This design comes from an exercise in tuning for small area and a short achievable clock period on the open sky130 flow, not from production work. RTL that was checked went through simulation tests only; none was proved equivalent to the original. Power figures rest on the tool's default switching activity, not on a simulated workload.

## the reference run
// cpu_trace_buffer
module cpu_trace_buffer
#(
    parameter int DEPTH       = 16,
    parameter int MAX_RECORDS = 560
) (
    input  logic        clk,
    input  logic        rst,
    input  logic        trace_en,
    input  logic [31:0] pc,
    input  logic [31:0] inst,
    input  logic        rf_wena,
    input  logic [4:0]  rf_waddr,
    input  logic [31:0] rf_wdata,
    output logic        out_valid,
    input  logic        out_ready,
    output logic [31:0] out_data,
    output logic        out_last,
    output logic        full,
    output logic        empty,
    output logic        overflow,
    output logic [15:0] drop_count,
    output logic [31:0] rec_count,
    output logic        done
);
For scale: about 1800 flip-flops, about 190 I/O pins, about 65000 um2 of cells after synthesis.
==> flow/config.mk <==
export PLATFORM = sky130hd
export DESIGN_NAME = cpu_trace_buffer
export DESIGN_NICKNAME = cpu_trace_buffer
export VERILOG_FILES = /design/flow/design.v
export SDC_FILE = /design/flow/constraint.sdc
export NUM_CORES = 4
export LEC_CHECK = 0
export CAP_MARGIN = 20
export CORE_MARGIN = 2
export CORE_UTILIZATION = 45
export CTS_CLUSTER_DIAMETER = 80
export CTS_CLUSTER_SIZE = 30
export PLACE_DENSITY = 0.6
export SETUP_SLACK_MARGIN = 3.2
export SLEW_MARGIN = 20
==> flow/constraint.sdc <==
create_clock -name core_clock -period 5.5 [get_ports {clk}]
set_input_delay 1.1000 -clock core_clock [delete_from_list [all_inputs] [get_ports {clk}]]
set_output_delay 1.1000 -clock core_clock [all_outputs]
set_load 0.01 [all_outputs]
run.sh (not shown) runs the stock make flow with config.mk's settings and CLKGATE_MAP_FILE= SYNTH_SCRIPT=/design/flow/synth_recipe.tcl, a recipe that flattens the netlist after the stock synthesis.
The reference run ran to completion and came out clean on the timing, design-rule and antenna checks.
#### Input delta (the trial run over the reference run)
# the reference run
export LEC_CHECK = 0
export CAP_MARGIN = 20
export CORE_MARGIN = 2
export CORE_UTILIZATION = 45
export CTS_CLUSTER_DIAMETER = 80
export CTS_CLUSTER_SIZE = 30
export PLACE_DENSITY = 0.6
export SETUP_SLACK_MARGIN = 3.2
export SLEW_MARGIN = 20
create_clock -name core_clock -period 5.5 [get_ports {clk}]
# the trial run
export LEC_CHECK = 0
export CAP_MARGIN = 20
export CORE_MARGIN = 2
export CORE_UTILIZATION = 45
export CTS_CLUSTER_DIAMETER = 80
export CTS_CLUSTER_SIZE = 30
export PLACE_DENSITY = 0.6
export SETUP_SLACK_MARGIN = 3.0
export SLEW_MARGIN = 20
create_clock -name core_clock -period 5.5 [get_ports {clk}]
[summary]
- The reference run -> the trial run: relative contribution of combinational cells to total power flat
- Summary of the comparison: register-to-register path setup slack is lower in the trial run, relative to the reference run.
- | maximum number of pins on one net before global-route repair | the trial run vs the reference run | about 90% higher |
- Of the trial run and the reference run, it is the trial run that has the lower area growth from synthesis to final layout.
- In the final reports, the cell area of the trial run is smaller than that of the reference run.
Function was not checked in any run of this note: the RTL went through the layout flow alone.

* * *

## job 1338
cpu_trace_buffer, a different RTL version from the one above (not shown whole).
Size in the first run: roughly 3,500 cells after synthesis, about 1,900 flip-flops, roughly 190 I/O pins, about 0.067 mm2 of cells after synthesis.
## cpu_trace_buffer
module cpu_trace_buffer
#(
    parameter int DEPTH       = 16,
    parameter int MAX_RECORDS = 560
) (
    input  logic        clk,
    input  logic        rst,
    input  logic        trace_en,
    input  logic [31:0] pc,
    input  logic [31:0] inst,
    input  logic        rf_wena,
    input  logic [4:0]  rf_waddr,
    input  logic [31:0] rf_wdata,
    output logic        out_valid,
    input  logic        out_ready,
    output logic [31:0] out_data,
    output logic        out_last,
    output logic        full,
    output logic        empty,
    output logic        overflow,
    output logic [15:0] drop_count,
    output logic [31:0] rec_count,
    output logic        done
);
clock: 5.5 ns
lec_check: 0
cap_margin: 20
core_margin: 2
core_utilization: 45
cts_cluster_diameter: 80
cts_cluster_size: 30
place_density: 0.6
setup_slack_margin: 3.0
slew_margin: 20
Job 1338 reached the final stage; the timing, design-rule and antenna checks on its layout passed.
The following lists how job 3384 was set up differently from job 1338:
- CORE_UTILIZATION: 45 -> 55
- PLACE_DENSITY: 0.6 -> 0.7
==> flow/flow/run.sh (new file) <==
#!/bin/bash
# Own layout flow: the standard flow (standard.sh, unchanged synthesis),
# with the port buffers made as buf_2 cells instead of the default delay
# buffer. The full make output goes to make.log in this folder; ORFS keeps
# each step's own log under orfs/logs/.
set -euo pipefail
export BUFFER_PORTS_ARGS="-buffer_cell sky130_fd_sc_hd__buf_2"
bash standard.sh finish > make.log 2>&1
==> flow/standard.sh (new file) <==
#!/bin/bash
# synth_recipe.tcl (not shown) runs the flow's synth.tcl, then flattens the netlist and writes it again
# the make line also repeats each setting of config.mk as NAME=value (left out here)
make -C /OpenROAD-flow-scripts/flow DESIGN_CONFIG=/design/flow/config.mk WORK_HOME=/design/flow/orfs CLKGATE_MAP_FILE= SYNTH_SCRIPT=/design/flow/synth_recipe.tcl "${@:-finish}"
removed: flow/run.sh
--- outcome ---
In the final design statistics, job 3384 uses fewer standard cells in total than job 1338.
Non-clock buffer count down 55 in job 3384 wrt job 1338
Diff job 3384..job 1338 | sequential cell area | negligible
Of the two candidates, job 1338 has the worse setup slack and job 3384 the better one.
Maximum net fanout on the critical path, job 1338 and job 3384: higher on job 3384
Job 1338 has a lower global-route usage than job 3384.
Per the comparison of job 3384 with job 1338, combinational share of power roughly the same; signed area change from the synthesized netlist to the final layout saw a decrease; critical path depth moved down; switching part of the total saw a decrease.
### job 3384 -> job 1751
- swapping 0.7 for 0.6 in PLACE_DENSITY
- swapping 55 for 45 in CORE_UTILIZATION
- swapping 3.0 for 3.25 in SETUP_SLACK_MARGIN
Findings:
Looking at fraction of layout instances using a drive strength above 1, job 1751 sits above job 3384.
[compare] base=job 3384 new=job 1751: fraction of power consumed by combinational cells about even, final-layout fill cell count moved up, combinational power went up.
[compare] base=job 3384 new=job 1751: wire length rose by about 14%; starting density of the core dropped 10 points; measured slew at the worst slew-check pin picked up an extra 0.11 ns.
Going from job 3384 to job 1751, detailed-placement wirelength estimate grows by 3.3%.
When job 1751 is set beside job 3384, its multi-input gate share of the layout cell area turns out to be 0.50 points smaller.
In the final reports, the cell area of job 1751 is larger than that of job 3384.
For job 6431, these inputs were changed with respect to job 1751:
- putting TNS_END_PERCENT at 10 where nothing was set
- swapping 3.25 for 3.1 in SETUP_SLACK_MARGIN
Findings:
Per the comparison of job 6431 with job 1751, final hold slack went up by 0.0040 ns; portion of total power attributed to combinational logic went down; total design power dropped about 0.5%.
Input changes introduced in job 3292 (baseline for comparison: job 6431):
- a deleted TNS_END_PERCENT that had been 10
- a change of SETUP_SLACK_MARGIN from 3.1 to 3.0
In summary, job 3292 completed successfully, with a layout that passed the timing, design-rule and antenna checks.
Job 6431 completed; timing, DRC and antenna clean
Between job 6431 and job 3292, the global-route usage figures differ only marginally.
Compared job 3292 against job 6431; cell leakage power within noise.
Adder and majority cell fraction of the synthesized area came out exactly the same in job 3292 and job 6431.
~same clock power in job 3292 and job 6431
Job 3292 -> job 6431: total vias in the final route flat
Total power: job 3292 vs job 6431 — no meaningful difference
Between job 6431 and job 3292, the transition time at the pin with the least slew margin figures differ only marginally.

static timing again, ports no longer ideal:
How much do the figures lean on ideal ports? The routed layouts below were timed once more, with nothing changed but the port constraints.
Step 1, drivers: a clkbuf_16 drives clk and a buf_2 each remaining input, both assumed.
Step 2 adds t to the input delays and takes it off the output delays; t is the mean of the earliest and latest rising clock arrival at the registers after step 1. Input paths then give back, and output paths get back, about the clock's delay inside the block.
a / b / c = no drivers / after step 1 / after step 2; a / b = the first two.
| run | t (ns) | slack for setup (ns) | cell pins on the clock port's net |
|---|---|---|---|
| the reference run | 0.782 | 2.887 / 2.810 / 2.439 | 1 |
| the trial run | 0.780 | 2.916 / 2.840 / 2.234 | 1 |
| job 1338 | 0.800 | 2.969 / 2.943 / 2.223 | 1 |
| job 3384 | 0.762 | 3.004 / 2.940 / 2.260 | 1 |
| job 1751 | 0.804 | 2.987 / 2.901 / 2.394 | 1 |
| job 6431 | 0.798 | 2.925 / 2.878 / 2.157 | 1 |
| job 3292 | 0.803 | 2.986 / 2.902 / 2.271 | 1 |
After both steps setup and hold are still met in every run listed. For job 6431, which loses most, drivers alone change the setup slack by -0.047 ns; drivers and shift together by -0.768 ns.
